Source: an optimization exercise on an open RTL-to-GDS flow (aim: small area, a short achievable clock period and few clock cycles per item). Production flows keep margins and buffers that such runs may drop. The RTL was checked by simulation tests, not by an equivalence proof against the original design. Power is estimated from default activity; no workload was simulated.

## flow/design.v (module list and top-level ports; edited modules follow where they fit)
// module fp_mult_pipe: 1240 lines
module fp_mult_pipe #(
    parameter int EXP_W = 8,
    parameter int MAN_W = 23
) (
    input  logic                   clk,
    input  logic                   rst_n,
    input  logic                   in_valid,
    output logic                   in_ready,
    input  logic [EXP_W+MAN_W:0]   a,
    input  logic [EXP_W+MAN_W:0]   b,
    output logic                   out_valid,
    input  logic                   out_ready,
    output logic [EXP_W+MAN_W:0]   product,
    output logic [4:0]             flags
);
  // ...
==> flow/flow/run.sh <==
#!/bin/bash
# Standard ORFS layout through standard.sh, with two changes to how it is made:
#  - Yosys's quick ABC pass inside "synth" is skipped (SYNTH_ARGS=-noabc), so the
#    full-adder extraction sees the RTL's adder expressions directly; the final
#    ABC mapping, register mapping and naming are unchanged.
#  - timing repair aims past the standard flow's slack target (SETUP_SLACK_MARGIN), which
#    shortens the achieved period. The SDC and clock period are the standard flow's.
# Each tool's full output goes to standard_flow.log and ORFS's own logs/.
set -euo pipefail
cd "$(dirname "$0")/.."
MARGIN=$(cat flow/margin.txt 2>/dev/null || echo 6.5)
bash standard.sh SYNTH_ARGS=-noabc SETUP_SLACK_MARGIN=$MARGIN finish > standard_flow.log 2>&1
==> flow/flow/margin.txt <==
6.0
==> flow/standard.sh <==
#!/bin/bash
# synth_recipe.tcl (not shown) runs the flow's synth.tcl, then flattens the netlist and writes it again
# the make line also repeats each setting of config.mk as NAME=value (left out here)
make -C /OpenROAD-flow-scripts/flow DESIGN_CONFIG=/design/flow/config.mk WORK_HOME=/design/flow/orfs CLKGATE_MAP_FILE= SYNTH_SCRIPT=/design/flow/synth_recipe.tcl "${@:-finish}"
==> flow/config.mk <==
export PLATFORM = sky130hd
export DESIGN_NAME = fp_mult_pipe
export DESIGN_NICKNAME = fp_mult_pipe
export VERILOG_FILES = /design/flow/design.v
export SDC_FILE = /design/flow/constraint.sdc
export NUM_CORES = 4
export LEC_CHECK = 0
export ABC_AREA = 1
export CAP_MARGIN = 20
export CORE_MARGIN = 2
export CORE_UTILIZATION = 40
export SETUP_SLACK_MARGIN = 5
export SLEW_MARGIN = 20
export TNS_END_PERCENT = 0
==> flow/constraint.sdc <==
create_clock -name core_clock -period 12.0 [get_ports {clk}]
set_input_delay 2.4000 -clock core_clock [delete_from_list [all_inputs] [get_ports {clk}]]
set_output_delay 2.4000 -clock core_clock [all_outputs]
set_load 0.01 [all_outputs]
==> impl_metrics.toml, run 1 <==
[synth]
synth_simple_gate_area_share_pct = 12.6
synth.most_common_cell = "xor2_1"
synthAdderAreaFrac_pct = 36.1
ys_seq_elements = 93
postSynthCellCount = 2166
yosysWarnings = 1

[worst_setup_path]
cp_num_buf_inv = 4
cp.depth = 13
endpoint_kind = "register"

[global_routing]
grt_first_pass_wirelength_microns = 103000
grt_overflow = 0
antenna_found_initial = 1
grt_usage_pct = 27.9
met2_usage_pct = 41.8
grt_pass1_vias = 17485

[min_path]
hold_path_depth = 2

[final_layout]
largest_register = "cut_r"
utilization_pct = 49.3
fin_area_sq_um = 22800
nMultiInputCombCells = 1677
multi_input_area_sq_um = 15300
multi_input_area_share_pct = 66.8
final_common_cell = "xor2_1"
final_cell_mix = "xor2_1 (282), nand2_1 (254), o22ai_1 (245)"
buf_share_pct = 11.3
instances_no_fill = 2917
top_regs = "cut_r: 76 flops, e_r: 10 flops"

[cts]
ctsLongestPathBuffers = 2
htreeDepth = 3

[power_and_ir_drop]
comb-power_uw = 6030
p_per_area_nw_per_um2 = 310
netSwitchingFraction_pct = 52.6

[sta]
worst_pin_slew_ns = 0.801
setup_violations = 0

[status]
status = "finished clean"

[flow_run]
maxCapViolations = 0
Testbench counts, summed over its fixed seeds: cycles 8,008, items 8,000.
==> run 2: changes to the inputs <==
==> flow/flow/margin.txt (replaced) <==
5.5
==> impl_metrics.toml, run 2 <==
[status]
status = "finished clean"

[final_layout]
top_regs = "cut_r: 76 flops, e_r: 10 flops"
insertedDiodeCount = 0
n_fill_cell = 4562
utilization_pct = 45.0
fin_nets = 2641
final_cell_mix = "xor2_1 (289), nand2_1 (270), o22ai_1 (263)"
syn_to_final_growth_pct = 11.4
drive_above_1_share_pct = 6.47
multi_input_area_sq_um = 14500
seqCellArea_sq_um = 2790
largest_reg_flops = 76
fin_area_sq_um = 20900
largest_register = "cut_r"
final_common_cell = "xor2_1"

[synth]
synth_async_sr_flop_share_pct = 1.08
synth.area.top_cells = "fa_1 (28%), edfxtp_1 (15%), xor2_1 (14%)"
postSynthCellCount = 2166
synthAdderAreaFrac_pct = 36.1
synth_edf_count = 92
synth.area.mux_share_pct = 0
synthFlopType = "edfxtp_1"
synth_top_family_by_area = "adder cells"
avgSynthCellArea_sq_um = 8.64
synth.most_common_cell = "xor2_1"
synth_compound_area_share_pct = 13.9
syn_nets = 2618
yosys-top-cells-count = "xor2_1 (289), nand2_1 (276), o22ai_1 (263)"
yosysUniqueCellTypes = 45
synth_top_area_share_pct = 27.7
yosys.area_share.xor_xnor_pct = 14.1
yosysWarnings = 1
ys_seq_elements = 93
synth_simple_gate_area_share_pct = 12.6
syn_area_sq_um = 18700
synth.largest_area_cell = "fa_1"
ys_seq_area_share_pct = 14.9

[worst_setup_path]
endpoint_kind = "register"
cpMaxStageDelayCell = "fa_1"
reg2reg_setup_slack_ns = 10.10
arrival_ns = 6.79
path_class = "primary input to register"
cp_common_cell = "fa_1"
worstPathMaxFanout = 25
critical_path.max_stage_delay_ns = 0.57
worstSetupStartpointType = "primary input"
required_ns = 12.11
crit_chain = "clkdlybuf4s50_1, buf_6, inv_2, ha_1, clkinvlp_4, o22ai_1, inv_1, fa_1, fa_1, fa_1, fa_1, fa_1"

[power_and_ir_drop]
p_per_area_nw_per_um2 = 302
netSwitchingFraction_pct = 54.0
power_switching_uw = 3400
seqPwrFrac_pct = 12.2
pwr-share-comb_pct = 83.2
p_clk_share_pct = 4.6
leakagePower_uw = 0.00901
p_int_uw = 2900
ir_drop_mv = 0.189

[floorplan]
num_rows = 79
die-area_sq_um = 48500
chipWidth_microns = 220
die_y_microns = 220
core_area_sq_um = 46400
initial_core_util_pct = 40.4
pin_count = 107

[sta]
slew_headroom_pct = 26.5
timing.fmax_mhz = 150
fin_skew_ns = 0.0137
worst_pin_slew_ns = 1.10
period_share_pct = 55.7
slew_viol_final = 0
setup_slack_ns = 5.32
layout_min_cycle_time_ns = 6.68
setup_violations = 0
grt_setup_unrepaired = "true"
setup_tns_ns = 0
hold_viol_final = 0

[placement]
gp_routability_congestion = 0.909
hpwl_microns = 42700
dpl_worst_slack_ns = 4.33
dpl-instance-area_sq_um = 20100
io_buffers = 106

[detailed_routing]
viasPerCell = 5.78
wl_per_cell_microns = 21.5
drt_iter0_drc = 1891
route.detailed.drc = 0
via_count = 16202
drtPass1Iterations = 7
ant_nets = 0
drt_wl_total_microns = 60200

[flow_run]
maxCapViolations = 0

[cts]
cts_tree = "yes"
ctsLongestPathBuffers = 2
ctsRootBufferMaster = "clkbuf_16"
clk_latency_ns = 0.37
ctsHoldBuffers = 0
htreeDepth = 3
clk_pin_slew_ns = 0.07
cts.sinks = 93
cts_buffers = 9

[global_routing]
grt_max_degree = 63
grt_usage_pct = 25.2
grt_pass1_vias = 16609
antenna_found_initial = 0
grt_first_pass_wirelength_microns = 94000
grt_overflow = 0

[min_path]
min_path_type = "register to register"
==> run 2: per-layer routing <==
metal / global-route usage, % / wire length (microns)
met1: 34.9 / 25800
met2: 38.8 / 26500
met3: 5.18 / 6240
met4: 9.24 / 1720
met5: 0 / 0
==> run 2: worst max-delay path, delay by kind of cell <==
| family | cells | cell delay [ns] |
|---|---|---|
| buffers and inverters | 5 | 1.41 |
| adder cells (fa/ha/maj) | 6 | 2.71 |
| AO/OA/AOI/OAI | 1 | 0.25 |
==> run 2: area by class of cell <==
class	instances	share of cell area, %
Timing Repair inverter	8	0.252
Timing Repair Buffer	153	7.14
Tap cell	607	3.64
Multi-Input combinational cell	1676	69.4
Inverter	248	4.73
Clock buffer	9	1.08
Clock inverter	7	0.360
Sequential cell	93	13.4
==> run 2: power groups by stage <==
stage / Sequential (uW) / Combinational [uW] / Clock, uW
floorplan: 754 / 3640 / 0
global placement: 774 / 4960 / 0
detailed placement: 778 / 5070 / 0
CTS: 772 / 5160 / 302
global route: 786 / 6000 / 311
finish: 769 / 5250 / 287
==> run 2: per-stage QoR <==
stage / instances / power [uW] / hold WS [ns]
finish: 2801 / 6300 / 0.824
global placement: 2758 / 5740 / 0.807
floorplan: 2166 / 4390 / 1.57
detailed placement: 2758 / 5850 / 0.846
global route: 2801 / 7090 / 0.907
CTS: 2792 / 6240 / 0.866
==> run 2: logic make-up after synthesis <==
kind of cell               after synthesis
buffers and inverters                  397
adders and majority gates              384
DFF                                     93
AOI/OAI and AO/OA                      436
xor gates and xnor gates               302
and+or+nand+nor                        554
==> run 2: timing repair <==
action                                  in CTS  in global routing
gates resized for setup                     51                 26
endpoints found under the setup margin      89                 71
setup buffers                               11                  6
gates cloned                                 7                  1
pin swaps                                    1                  1
==> run 2: worst paths after layout <==
| path | startpoint | to | cells past startpoint |
|---|---|---|---|
| hold reg to reg | v_r$_DFFE_PN0P_ | v_r$_DFFE_PN0P_ | 2 |
| max in group asynchronous | rst_n | v_r$_DFFE_PN0P_ | 1 |
| setup reg to reg | v_r$_DFFE_PN0P_ | cut_r[73]$_DFFE_PP_ | 2 |
| setup / recovery | b[21] | cut_r[55]$_DFFE_PP_ | 12 |
| min in group asynchronous | rst_n | v_r$_DFFE_PN0P_ | 1 |
| hold / removal | v_r$_DFFE_PN0P_ | v_r$_DFFE_PN0P_ | 2 |
==> run 3: changes to the inputs <==
==> flow/flow/run.sh (replaced) <==
#!/bin/bash
# Standard ORFS layout through standard.sh, with three changes to how it is made:
#  - Yosys's quick ABC pass inside "synth" is skipped (SYNTH_ARGS=-noabc), so the
#    full-adder extraction sees the RTL's adder expressions directly; the final
#    ABC mapping, register mapping and naming are unchanged.
#  - ports are buffered with buf_2 cells instead of the delay cells buffer_ports
#    picks on its own (still one buffer on every input and output port);
#  - timing repair aims past the standard flow's slack target (SETUP_SLACK_MARGIN), which
#    shortens the achieved period. The SDC and clock period are the standard flow's.
# Each tool's full output goes to standard_flow.log and ORFS's own logs/.
set -euo pipefail
cd "$(dirname "$0")/.."
MARGIN=$(cat flow/margin.txt 2>/dev/null || echo 6.5)
bash standard.sh SYNTH_ARGS=-noabc SETUP_SLACK_MARGIN=$MARGIN "BUFFER_PORTS_ARGS=-buffer_cell sky130_fd_sc_hd__buf_2" finish > standard_flow.log 2>&1
==> impl_metrics.toml, run 3 <==
[power_and_ir_drop]
power.total_uw = 6120
ir_drop_mv = 0.178
p_clk_share_pct = 4.5
pwr-share-comb_pct = 83.0
leakagePower_uw = 0.00898
power_switching_uw = 3370
p_per_area_nw_per_um2 = 303
p_int_uw = 2750
seqPwrFrac_pct = 12.5
netSwitchingFraction_pct = 55.1

[sta]
hold_viol_final = 0
grt_setup_unrepaired = "true"
setup_violations = 0
fin_skew_ns = 0.0153
layout_min_cycle_time_ns = 6.48
worst_pin_slew_ns = 1.07
slew_headroom_pct = 27.9
timing.fmax_mhz = 154
period_share_pct = 54.0
holdWs_ns = 0.801
setup_tns_ns = 0
slew_viol_final = 0

[cts]
clk_pin_slew_ns = 0.08
clk_latency_ns = 0.37
htreeDepth = 3
cts.sinks = 93
cts_tree = "yes"
ctsRootBufferMaster = "clkbuf_16"
ctsHoldBuffers = 0
cts_buffers = 9
ctsLongestPathBuffers = 2

[worst_setup_path]
arrival_ns = 6.58
worstSetupStartpointType = "primary input"
critical_path.max_stage_delay_ns = 0.57
rr_worst_depth = 2
cp.depth = 11
cpMaxStageDelayCell = "fa_1"
cp-startpoint = "b[11]"
crit_chain = "buf_6, nor2_1, nor2_2, clkinvlp_4, o22ai_1, xor2_1, fa_1, fa_1, fa_1, fa_1, fa_1"
endpoint_kind = "register"
worstPathMaxFanout = 29
cp_num_buf_inv = 2
timing.rr.start = "v_r$_DFFE_PN0P_"
path_delay_family = "adder cells"
path_class = "primary input to register"
cp_common_cell = "fa_1"
reg2reg_setup_slack_ns = 10.07
rr_endpoint = "cut_r[69]$_DFFE_PP_"
required_ns = 12.11

[placement]
io_buffers = 106
hpwl_microns = 42600
dp.cells = 2754
gp_routability_congestion = 0.904
dpl-instance-area_sq_um = 19600

[final_layout]
drive_above_1_share_pct = 10.4
instances_no_fill = 2795
largest_register = "cut_r"
multi_input_area_sq_um = 14500
fin_nets = 2635
insertedDiodeCount = 0
fin_area_sq_um = 20200
final_common_cell = "xor2_1"
top_regs = "cut_r: 76 flops, e_r: 10 flops"
n_fill_cell = 4561
final_cell_mix = "xor2_1 (289), nand2_1 (268), o22ai_1 (263)"
syn_to_final_growth_pct = 7.85
largest_reg_flops = 76
seqCellArea_sq_um = 2790

[global_routing]
antenna_found_initial = 1
grt_usage_pct = 24.2
grt_overflow = 0
grt_first_pass_wirelength_microns = 91200
grt_pass1_vias = 16351
grt_max_degree = 65

[detailed_routing]
wl_met1_microns = 26100
ant_nets = 0
drtPass1Iterations = 5
drt_wl_total_microns = 59700
drt_iter0_drc = 1691
wl_per_cell_microns = 21.4
route.detailed.drc = 0
dr_wl_met2_microns = 25800
wl_met3_microns = 6080
via_count = 16135
viasPerCell = 5.77
top_layer = "met4"

[floorplan]
num_rows = 79
chipWidth_microns = 220
die-area_sq_um = 48500
die_y_microns = 220
initial_core_util_pct = 40.4
core_area_sq_um = 46400
pin_count = 107

[synth]
ys_seq_area_share_pct = 14.9
synth.largest_area_cell = "fa_1"
synthFlopType = "edfxtp_1"
syn_nets = 2618
synth.most_common_cell = "xor2_1"
ys_seq_elements = 93
yosysUniqueCellTypes = 45
syn_area_sq_um = 18700
synth_edf_count = 92
synth_async_sr_flop_share_pct = 1.08
yosys-top-cells-count = "xor2_1 (289), nand2_1 (276), o22ai_1 (263)"
yosysWarnings = 1
synth_top_area_share_pct = 27.7
synth.area.top_cells = "fa_1 (28%), edfxtp_1 (15%), xor2_1 (14%)"
avgSynthCellArea_sq_um = 8.64
postSynthCellCount = 2166

[min_path]
min_path_type = "register to register"
hp-start = "v_r$_DFFE_PN0P_"
hold_end = "v_r$_DFFE_PN0P_"
hold_path_depth = 2

[status]
status = "finished clean"

[flow_run]
maxCapViolations = 0
run 3: cell counts after synthesis:
Identical to the previous run, type by type.
run 3: layout make-up:
cell class | instances | area share [%]
flip-flops and latches | 93 | 13.8
clock buffers | 10 | 1.13
multi-input cells | 1677 | 71.6
inverters | 248 | 4.88
repair buffers | 145 | 4.28
clock inverters | 6 | 0.229
repair inverters | 9 | 0.310
well taps | 607 | 3.76
run 3: repair_timing:
action / CTS / global route
cloned: 0 / 10
resized for setup: 19 / 37
pin swaps: 0 / 3
buffers inserted: 0 / 15
setup endpoints to repair: 69 / 62
run 3: stage by stage:
stage               util, %  setup WS (ns)
global route           43.5           5.43
CTS                    42.9           5.40
detailed placement     42.2           4.69
floorplan                 -           5.68
finish                 43.5           5.52
global placement       42.2           4.71
run 3: routing by layer:
metal  global-route usage, %  vias up
met1                    33.9     7790
met5                       0        -
met3                    5.44      115
li1                        -     7299
met4                    7.76        0
met2                    37.0      931
run 3: cell families (layout without fill, tap and decap cells):
kind of cell               count (synthesis)  after routing  share of synthesized area [%]
DFF                                       93             93                           14.9
AOI/OAI and AO/OA                        436            436                           13.9
xor gates and xnor gates                 302            302                           14.1
adders and majority gates                384            384                           36.1
buffers and inverters                    397            418                           8.36
and+or+nand+nor                          554            555                           12.6
run 3: worst min-delay path, cell delays in order, from the launching register on:
cell and delay [ns]:
dfrtp_1 0.39, nand2_4 0.25, nand2_1 0.13
run 3: how the worst max path moves through the flow:
| stage | to | slack (ns) |
|---|---|---|
| after detailed placement | cut_r[34]$_DFFE_PP_ | 4.69 |
| after global routing | cut_r[55]$_DFFE_PP_ | 5.43 |
| final | cut_r[44]$_DFFE_PP_ | 5.52 |
| after global placement | cut_r[55]$_DFFE_PP_ | 4.71 |
| after CTS | cut_r[49]$_DFFE_PP_ | 5.40 |
| after floorplan | cut_r[55]$_DFFE_PP_ | 5.68 |
run 3: power by group through the flow:
stage          combinational [uW]  clock (uW)  sequential, uW
2_1_floorplan                3640           0             754
3_3_place_gp                 4850           0             772
3_5_place_dp                 4980           0             778
4_1_cts                      5010         286             772
5_1_grt                      5810         295             786
6_report                     5080         273             768
==> run 4: changes to the inputs <==
==> flow/flow/margin.txt (replaced) <==
6.0
==> impl_metrics.toml, run 4 <==
[synth]
yosysWarnings = 1
ys_seq_area_share_pct = 14.9
synthAdderAreaFrac_pct = 36.1
syn_area_sq_um = 18700
synth.most_common_cell = "xor2_1"
synth_top_family_by_area = "adder cells"
avgSynthCellArea_sq_um = 8.64
yosysUniqueCellTypes = 45
synth.area.top_cells = "fa_1 (28%), edfxtp_1 (15%), xor2_1 (14%)"
syn_nets = 2618
synth_top_area_share_pct = 27.7
synthFlopType = "edfxtp_1"
synth.largest_area_cell = "fa_1"
synth_edf_count = 92
synth_simple_gate_area_share_pct = 12.6
ys_seq_elements = 93
yosys.area_share.xor_xnor_pct = 14.1
yosys-top-cells-count = "xor2_1 (289), nand2_1 (276), o22ai_1 (263)"
synth_async_sr_flop_share_pct = 1.08
synth.area.mux_share_pct = 0
synth_compound_area_share_pct = 13.9
postSynthCellCount = 2166

[worst_setup_path]
cpMaxStageDelayCell = "fa_1"
arrival_ns = 6.14
path_class = "primary input to register"
endpoint_kind = "register"
crit_chain = "buf_2, buf_12, nor2_4, nor2_1, o21bai_2, buf_6, o22ai_2, xor2_1, fa_1, fa_1, fa_1, fa_1, fa_1"
worstPathMaxFanout = 16
critical_path.max_stage_delay_ns = 0.60
required_ns = 12.11
worstSetupStartpointType = "primary input"
reg2reg_setup_slack_ns = 10.07
cp_common_cell = "fa_1"

[detailed_routing]
wl_met1_microns = 26500
route.detailed.drc = 0
drtPass1Iterations = 6
dr_wl_met2_microns = 27500
drt_wl_total_microns = 63900
top_layer = "met4"
via_count = 16915
drt_iter0_drc = 1788
wl_per_cell_microns = 22.3
wl_met3_microns = 7090
ant_nets = 0
viasPerCell = 5.90

[final_layout]
largest_reg_flops = 76
largest_register = "cut_r"
n_fill_cell = 4422
drive_above_1_share_pct = 16.6
multi_input_area_sq_um = 15000
final_cell_mix = "xor2_1 (286), nand2_1 (259), o22ai_1 (254)"
syn_to_final_growth_pct = 15.3
final_common_cell = "xor2_1"
instances_no_fill = 2866
top_regs = "cut_r: 76 flops, e_r: 10 flops"
utilization_pct = 46.6
insertedDiodeCount = 0
fin_nets = 2706
seqCellArea_sq_um = 2790

[placement]
gp_routability_congestion = 0.904
dp.cells = 2754
hpwl_microns = 42600
io_buffers = 106

[sta]
grt_setup_unrepaired = "true"
hold_viol_final = 0
setup_violations = 0
timing.fmax_mhz = 166
fin_skew_ns = 0.0150
period_share_pct = 50.3
slew_viol_final = 0
slew_headroom_pct = 37.1
layout_min_cycle_time_ns = 6.03
setup_tns_ns = 0
worst_pin_slew_ns = 0.942

[cts]
ctsLongestPathBuffers = 2
clk_latency_ns = 0.37
htreeDepth = 3
ctsRootBufferMaster = "clkbuf_16"
cts_buffers = 9
clk_pin_slew_ns = 0.08
cts_tree = "yes"
cts.sinks = 93
ctsHoldBuffers = 0

[global_routing]
grt_pass1_vias = 16828
grt_max_degree = 65
grt_overflow = 0
grt_usage_pct = 25.7
antenna_found_initial = 1
grt_first_pass_wirelength_microns = 95900

[power_and_ir_drop]
power.total_uw = 6740
pwr-share-comb_pct = 84.5
leakagePower_uw = 0.00949
p_clk_share_pct = 4.1
power_switching_uw = 3640
p_int_uw = 3100
ir_drop_mv = 0.195
p_per_area_nw_per_um2 = 312
netSwitchingFraction_pct = 54.0
seqPwrFrac_pct = 11.4

[floorplan]
initial_core_util_pct = 40.4
chipWidth_microns = 220
die-area_sq_um = 48500
pin_count = 107
die_y_microns = 220
num_rows = 79
core_area_sq_um = 46400

[status]
status = "finished clean"

[min_path]
min_path_type = "register to register"

[flow_run]
maxCapViolations = 0
[run 4: layer usage]
| metal | vias to the layer above | track usage (%) |
|---|---|---|
| met4 | 0 | 9.55 |
| met2 | 1120 | 39.3 |
| met5 | - | 0 |
| met3 | 217 | 5.75 |
| met1 | 8133 | 35.5 |
| li1 | 7445 | - |
[run 4: power groups by stage]
stage	Combinational [uW]	Sequential [uW]	Clock, uW
floorplan	3640	754	0
global placement	4850	772	0
detailed placement	4980	778	0
CTS	5350	772	286
global route	6410	787	295
finish	5690	769	274
[run 4: cell families after synthesis]
logic type,after synthesis
xor+xnor,302
flops,93
compound gates,436
fa+ha+maj,384
buf+inv,397
simple gates,554
[run 4: area by class of cell]
cell class,count,share of cell area [%]
tap,607,3.52
clock buffer,10,1.06
timing repair buffer,207,7.62
multi-input combinational,1681,69.6
sequential,93,12.9
clock inverter,6,0.214
inverter,248,4.66
timing repair inverter,14,0.452
[run 4: path summary, 6_finish.rpt]
kind | startpoint | end | cells past startpoint
max in group asynchronous | rst_n | v_r$_DFFE_PN0P_ | 1
worst min-delay path | v_r$_DFFE_PN0P_ | v_r$_DFFE_PN0P_ | 2
worst min register to register | v_r$_DFFE_PN0P_ | v_r$_DFFE_PN0P_ | 2
worst max-delay path | b[13] | cut_r[34]$_DFFE_PP_ | 13
worst max register to register | v_r$_DFFE_PN0P_ | cut_r[61]$_DFFE_PP_ | 2
min in group asynchronous | rst_n | v_r$_DFFE_PN0P_ | 1
[run 4: timing repair]
item	in CTS	in global routing
cloned	16	12
pin swaps	10	37
gates resized for setup	127	110
setup endpoints to repair	105	70
buffers inserted	35	33
[run 4: critical path: cells and delay by family]
kind	cells	cell delay [ns]
XOR/XNOR	1	0.20
buffers and inverters	3	0.61
adder cells (fa/ha/maj)	5	2.40
AO/OA/AOI/OAI	2	0.29
AND/OR/NAND/NOR	2	0.20
[run 4: per-stage QoR]
| step | hold WS (ns) | instance area, sq um | worst slack (ns) |
|---|---|---|---|
| CTS | 0.843 | 20700 | 5.98 |
| finish | 0.800 | 21600 | 5.97 |
| detailed placement | 0.816 | 19600 | 4.69 |
| floorplan | 1.57 | 18700 | 5.68 |
| global route | 0.894 | 21600 | 5.90 |
| global placement | 0.795 | 19600 | 4.71 |
==> run 5: changes to the inputs <==
--- a/flow/config.mk
+++ b/flow/config.mk
@@ -9,5 +9,5 @@
 export CAP_MARGIN = 20
 export CORE_MARGIN = 2
-export CORE_UTILIZATION = 40
+export CORE_UTILIZATION = 55
 export SETUP_SLACK_MARGIN = 5
 export SLEW_MARGIN = 20
==> impl_metrics.toml, run 5 <==
[power_and_ir_drop]
p_clk_share_pct = 4.2
netSwitchingFraction_pct = 52.8
seqPwrFrac_pct = 11.3
ir_drop_mv = 0.432
pwr-share-comb_pct = 84.4
p_int_uw = 3220
p_per_area_nw_per_um2 = 322
power_switching_uw = 3600
leakagePower_uw = 0.00938

[global_routing]
antenna_found_initial = 1
top_usage_layer = "met2"
gr-usage-met1_pct = 46.5
grt_max_degree = 71
grt_overflow = 0
met2_usage_pct = 53.7
grt_pass1_vias = 16782
grt_usage_pct = 34.9
grtUsageMet3_pct = 9.52
grt_first_pass_wirelength_microns = 95300

[worst_setup_path]
critical_path.max_stage_delay_ns = 0.47
worstPathMaxFanout = 15
cpMaxStageDelayCell = "fa_1"
cp-startpoint = "cut_r[40]$_DFFE_PP_"
endpoint_kind = "output pin"
required_ns = 9.60
worstSetupStartpointType = "register"
path_class = "register to output pin"
crit_chain = "fa_1, ha_1, ha_4, nand2_2, nor2_4, nand2_2, inv_2, nand3_2, nor2_2, nand3_2, nand3b_1, nand2_4, buf_12, clkinv_8, nand2_1, a21oi_1, buf_2"
cp_num_buf_inv = 4
path_delay_family = "adder cells"
arrival_ns = 3.63
timing.rr.start = "v_r$_DFFE_PN0P_"

[synth]
avgSynthCellArea_sq_um = 8.64
synth.area.top_cells = "fa_1 (28%), edfxtp_1 (15%), xor2_1 (14%)"
synth.largest_area_cell = "fa_1"
synth.most_common_cell = "xor2_1"
yosysUniqueCellTypes = 45
synth_top_area_share_pct = 27.7
synth_edf_count = 92
yosysWarnings = 1
synth_async_sr_flop_share_pct = 1.08
yosys-top-cells-count = "xor2_1 (289), nand2_1 (276), o22ai_1 (263)"
ys_seq_elements = 93
syn_nets = 2618
postSynthCellCount = 2166
syn_area_sq_um = 18700
synthFlopType = "edfxtp_1"
ys_seq_area_share_pct = 14.9

[sta]
hold_viol_final = 0
worst_pin_slew_ns = 1.03
setup_slack_ns = 5.97
setup_tns_ns = 0
layout_min_cycle_time_ns = 6.03
slew_headroom_pct = 31.1
fin_skew_ns = 0.00975
period_share_pct = 50.3
timing.fmax_mhz = 166
slew_viol_final = 0
grt_setup_unrepaired = "true"
setup_violations = 0
holdWs_ns = 0.774

[final_layout]
syn_to_final_growth_pct = 13.2
final_cell_mix = "xor2_1 (288), o22ai_1 (263), nand2_1 (260)"
largest_register = "cut_r"
drive_above_1_share_pct = 15.7
final_common_cell = "xor2_1"
utilization_pct = 63.2
largest_reg_flops = 76
fin_nets = 2692
instances_no_fill = 2694
top_regs = "cut_r: 76 flops, e_r: 10 flops"

[cts]
cts_buffers = 9
ctsRootBufferMaster = "clkbuf_16"
cts.sinks = 93
clk_latency_ns = 0.37
ctsLongestPathBuffers = 2
ctsHoldBuffers = 0
cts_tree = "yes"
clk_pin_slew_ns = 0.07
htreeDepth = 3

[floorplan]
die_y_microns = 188
initial_core_util_pct = 55.8
num_rows = 67
die-area_sq_um = 35500
chipWidth_microns = 188
core_area_sq_um = 33500
pin_count = 107

[placement]
hpwl_microns = 41400
io_buffers = 106
dpl_worst_slack_ns = 4.65
dp.cells = 2595
gp_routability_congestion = 0.917

[status]
status = "finished clean"

[detailed_routing]
route.detailed.drc = 0
drtPass1Iterations = 7
viasPerCell = 6.17
wl_per_cell_microns = 23.2
drt_wl_total_microns = 62500
via_count = 16631
ant_nets = 0
drt_iter0_drc = 1674

[min_path]
min_path_type = "register to register"
hp-start = "v_r$_DFFE_PN0P_"

[flow_run]
maxCapViolations = 0
-- run 5: cell counts after synthesis --
No cell type changed its count.
-- run 5: cell type report --
type	instances	area (sq um)
Multi-Input combinational cell	1677	14900
Timing Repair Buffer	197	1550
Clock buffer	9	225
Tap cell	448	561
Clock inverter	7	75.1
Sequential cell	93	2790
Timing Repair inverter	14	101
Fill cell	2909	12400
Inverter	248	1020
Antenna cell	1	2.50
-- run 5: worst register-to-register path: cells and delay by family, from the launching register on --
family,cells,cell delay [ns]
buffers and inverters,1,0.76
DFF,1,0.41
and+or+nand+nor,1,0.30
-- run 5: path summary, 6_finish.rpt --
path | end | slack (ns) | cells past startpoint
hold reg to reg | v_r$_DFFE_PN0P_ | 0.77 | 2
max in group asynchronous | v_r$_DFFE_PN0P_ | 10.13 | 1
setup reg to reg | cut_r[67]$_DFFE_PP_ | 10.11 | 2
setup / recovery | flags[1] | 5.97 | 17
min in group asynchronous | v_r$_DFFE_PN0P_ | 1.79 | 1
hold / removal | v_r$_DFFE_PN0P_ | 0.77 | 2
-- run 5: power groups by stage --
stage          sequential (uW)  combinational (uW)  clock (uW)
5_1_grt                    790                6490         312
3_5_place_dp               782                4900           0
6_report                   774                5760         288
3_3_place_gp               779                4790           0
4_1_cts                    775                5290         298
2_1_floorplan              754                3640           0
-- run 5: layer usage --
layer  vias to the layer above  wire [microns]  part of all wire, %
li1                       7425               -                    -
met1                      8011           25100                   40
met2                      1018           27400                   44
met3                       177            7070                   11
met4                         0            2910                  4.7
met5                         -               0                    0
-- run 5: cells by family after synthesis --
group	synth area share, %
buffers and inverters	8.36
adder cells (fa/ha/maj)	36.1
AO/OA/AOI/OAI	13.9
XOR/XNOR	14.1
flip-flops	14.9
AND/OR/NAND/NOR	12.6
-- run 5: through the flow --
step	area [sq um]	power [uW]
after detailed placement	19400	5680
after global placement	19400	5560
after CTS	20500	6360
after floorplan	18700	4390
final	21200	6820
after global routing	21200	7590
-- run 5: timing repair --
item / CTS / global route
resized for setup: 127 / 80
buffers inserted: 32 / 27
pin swaps: 6 / 32
cloned: 14 / 9
endpoints found under the setup margin: 102 / 72
==> run 6: changes to the inputs <==
==> flow/flow/margin.txt (replaced) <==
5.75
==> impl_metrics.toml, run 6 <==
[power_and_ir_drop]
pwr-share-comb_pct = 82.9
p_clk_share_pct = 4.6
p_per_area_nw_per_um2 = 305
leakagePower_uw = 0.00910
seqPwrFrac_pct = 12.4
p_int_uw = 2840
ir_drop_mv = 0.294
netSwitchingFraction_pct = 54.3
power_switching_uw = 3370

[synth]
yosysUniqueCellTypes = 45
ys_seq_area_share_pct = 14.9
ys_seq_elements = 93
synth.area.top_cells = "fa_1 (28%), edfxtp_1 (15%), xor2_1 (14%)"
syn_area_sq_um = 18700
syn_nets = 2618
synth_edf_count = 92
synth_async_sr_flop_share_pct = 1.08
synth_top_area_share_pct = 27.7
avgSynthCellArea_sq_um = 8.64
yosys-top-cells-count = "xor2_1 (289), nand2_1 (276), o22ai_1 (263)"
synth.largest_area_cell = "fa_1"
yosysWarnings = 1
synthFlopType = "edfxtp_1"
postSynthCellCount = 2166
synth.most_common_cell = "xor2_1"

[final_layout]
n_fill_cell = 3016
utilization_pct = 60.7
instances_no_fill = 2653
largest_reg_flops = 76
top_regs = "cut_r: 76 flops, e_r: 10 flops"
final_common_cell = "xor2_1"
multi_input_area_sq_um = 14500
final_cell_mix = "xor2_1 (289), nand2_1 (268), o22ai_1 (263)"
fin_nets = 2652
largest_register = "cut_r"
drive_above_1_share_pct = 12.2
insertedDiodeCount = 0
syn_to_final_growth_pct = 8.75
seqCellArea_sq_um = 2790

[sta]
slew_viol_final = 0
fin_skew_ns = 0.00937
holdWs_ns = 0.779
hold_viol_final = 0
worst_pin_slew_ns = 1.22
setup_violations = 0
slew_headroom_pct = 18.6
setup_tns_ns = 0
layout_min_cycle_time_ns = 6.26
period_share_pct = 52.2
timing.fmax_mhz = 160
grt_setup_unrepaired = "true"

[detailed_routing]
wl_met3_microns = 6490
dr_wl_met2_microns = 26200
wl_per_cell_microns = 22.5
drtPass1Iterations = 6
ant_nets = 0
top_layer = "met4"
wl_met1_microns = 24500
route.detailed.drc = 0
drt_wl_total_microns = 59700
viasPerCell = 6.16
via_count = 16332
drt_iter0_drc = 1566

[flow_run]
maxCapViolations = 0

[floorplan]
die_y_microns = 188
pin_count = 107
core_area_sq_um = 33500
initial_core_util_pct = 55.8
num_rows = 67
die-area_sq_um = 35500
chipWidth_microns = 188

[cts]
cts.sinks = 93
clk_latency_ns = 0.38
cts_buffers = 9
ctsRootBufferMaster = "clkbuf_16"
htreeDepth = 3
ctsLongestPathBuffers = 2
cts_tree = "yes"
clk_pin_slew_ns = 0.07
ctsHoldBuffers = 0

[worst_setup_path]
worstSetupStartpointType = "primary input"
arrival_ns = 6.38
rr_worst_depth = 2
timing.rr.start = "v_r$_DFFE_PN0P_"
critical_path.max_stage_delay_ns = 0.57
worstPathMaxFanout = 28
endpoint_kind = "register"
required_ns = 12.11
reg2reg_setup_slack_ns = 10.10
path_class = "primary input to register"
rr_endpoint = "cut_r[67]$_DFFE_PP_"
cp_common_cell = "fa_1"
cpMaxStageDelayCell = "fa_1"
crit_chain = "buf_6, nor2_1, nor2_2, clkinvlp_4, buf_4, o22ai_1, xor2_1, fa_1, fa_1, fa_1, fa_1, fa_1"

[min_path]
hold_end = "v_r$_DFFE_PN0P_"
hp-start = "v_r$_DFFE_PN0P_"
hold_path_depth = 2
min_path_type = "register to register"

[placement]
hpwl_microns = 41400
dp.cells = 2595
gp_routability_congestion = 0.917
io_buffers = 106

[global_routing]
grt_overflow = 0
grt_usage_pct = 33.7
antenna_found_initial = 1
grt_first_pass_wirelength_microns = 92400
grt_pass1_vias = 16409
grt_max_degree = 71

[status]
status = "finished clean"
[run 6: cell count changes in the layout (fill, tap and decap cells not counted), moves of 7 or more]
cell and delta:
buf_12 -13, buf_4 -21, ha_1 +12, ha_4 -14, nand2_1 +8, nor2_1 +10
nor2_2 -7
[run 6: power groups by stage]
stage | Combinational (uW) | Clock [uW] | Sequential, uW
6_report | 5140 | 288 | 772
5_1_grt | 5870 | 311 | 790
4_1_cts | 4970 | 298 | 775
3_5_place_dp | 4900 | 0 | 782
3_3_place_gp | 4790 | 0 | 779
2_1_floorplan | 3640 | 0 | 754
[run 6: worst max path at each step]
stage | startpoint | end | slack, ns
after floorplan | b[21] | cut_r[55]$_DFFE_PP_ | 5.68
after global placement | b[19] | cut_r[55]$_DFFE_PP_ | 4.73
after detailed placement | b[19] | cut_r[55]$_DFFE_PP_ | 4.65
after CTS | b[21] | cut_r[34]$_DFFE_PP_ | 5.67
after global routing | cut_r[10]$_DFFE_PP_ | product[12] | 5.66
final | b[15] | cut_r[55]$_DFFE_PP_ | 5.74
[run 6: cell type report]
cell class                      instances  share of cell area [%]
Clock buffer                            9                    1.11
Clock inverter                          7                   0.369
Inverter                              248                    4.90
Multi-Input combinational cell       1676                    71.5
Sequential cell                        93                    13.7
Tap cell                              448                    2.75
Timing Repair Buffer                  162                    5.38
Timing Repair inverter                 10                   0.344
[run 6: timing repair]
item,in CTS,in global routing
setup endpoints to repair,85,70
resized for setup,50,58
setup buffers,22,8
pin swaps,0,2
cloned,7,5
[run 6: critical path, delay by kind of cell]
kind                       cells  cell delay (ns)
and+or+nand+nor                2             0.51
AOI/OAI and AO/OA              1             0.19
buffers and inverters          3             0.67
adders and majority gates      5             2.35
xor gates and xnor gates       1             0.24
[run 6: kinds of logic (layout without fill, tap and decap cells)]
| group | Yosys count | in the layout | share of synthesized area [%] |
|---|---|---|---|
| xor gates and xnor gates | 302 | 302 | 14.1 |
| AOI/OAI and AO/OA | 436 | 436 | 13.9 |
| adders and majority gates | 384 | 384 | 36.1 |
| DFF | 93 | 93 | 14.9 |
| and+or+nand+nor | 554 | 554 | 12.6 |
| buffers and inverters | 397 | 436 | 8.36 |
[run 6: per-stage QoR]
stage | area, sq um | total power [uW] | setup slack (ns)
final | 20400 | 6200 | 5.74
after global routing | 20400 | 6970 | 5.66
after CTS | 20000 | 6040 | 5.67
after detailed placement | 19400 | 5680 | 4.65
after global placement | 19400 | 5560 | 4.73
after floorplan | 18700 | 4390 | 5.68
[run 6: layer usage]
layer	up-vias	GRT usage (%)
met5	-	0
met4	0	13.0
met3	178	8.12
met2	991	51.8
met1	7826	46.3
li1	7337	-

re-timing with driven ports:
Ports are ideal in the flow. The routed layouts listed here were re-timed in OpenROAD.
Step 1, drivers: a clkbuf_16 drives clk and a buf_2 each remaining input, both assumed.
Step 2 times the ports against the registers' clock, not the clock port: input delays grow and output delays shrink by t, the midpoint of the rising clock arrivals with the driver on.
Three values: ideal, step 1, step 2; two values: the first two.
| run | t (ns) | slack for setup (ns) | slew at the worst register clock pin (ns) | cell pins on the clock port's net |
|---|---|---|---|---|
| run 1 | 0.425 | 5.905 / 5.943 / 5.518 | 0.08 / 0.08 | 1 |
| run 2 | 0.420 | 5.318 / 5.347 / 4.926 | 0.08 / 0.08 | 1 |
| run 3 | 0.416 | 5.524 / 5.537 / 5.121 | 0.08 / 0.08 | 1 |
| run 4 | 0.416 | 5.967 / 5.986 / 5.569 | 0.08 / 0.08 | 1 |
| run 5 | 0.422 | 5.968 / 5.912 / 5.575 | 0.08 / 0.08 | 1 |
| run 6 | 0.424 | 5.738 / 5.755 / 5.331 | 0.08 / 0.08 | 1 |
After both steps setup and hold are still met in every run listed. The setup slack of run 6, which loses most, moves by +0.017 ns with the drivers and by -0.407 ns with both steps.
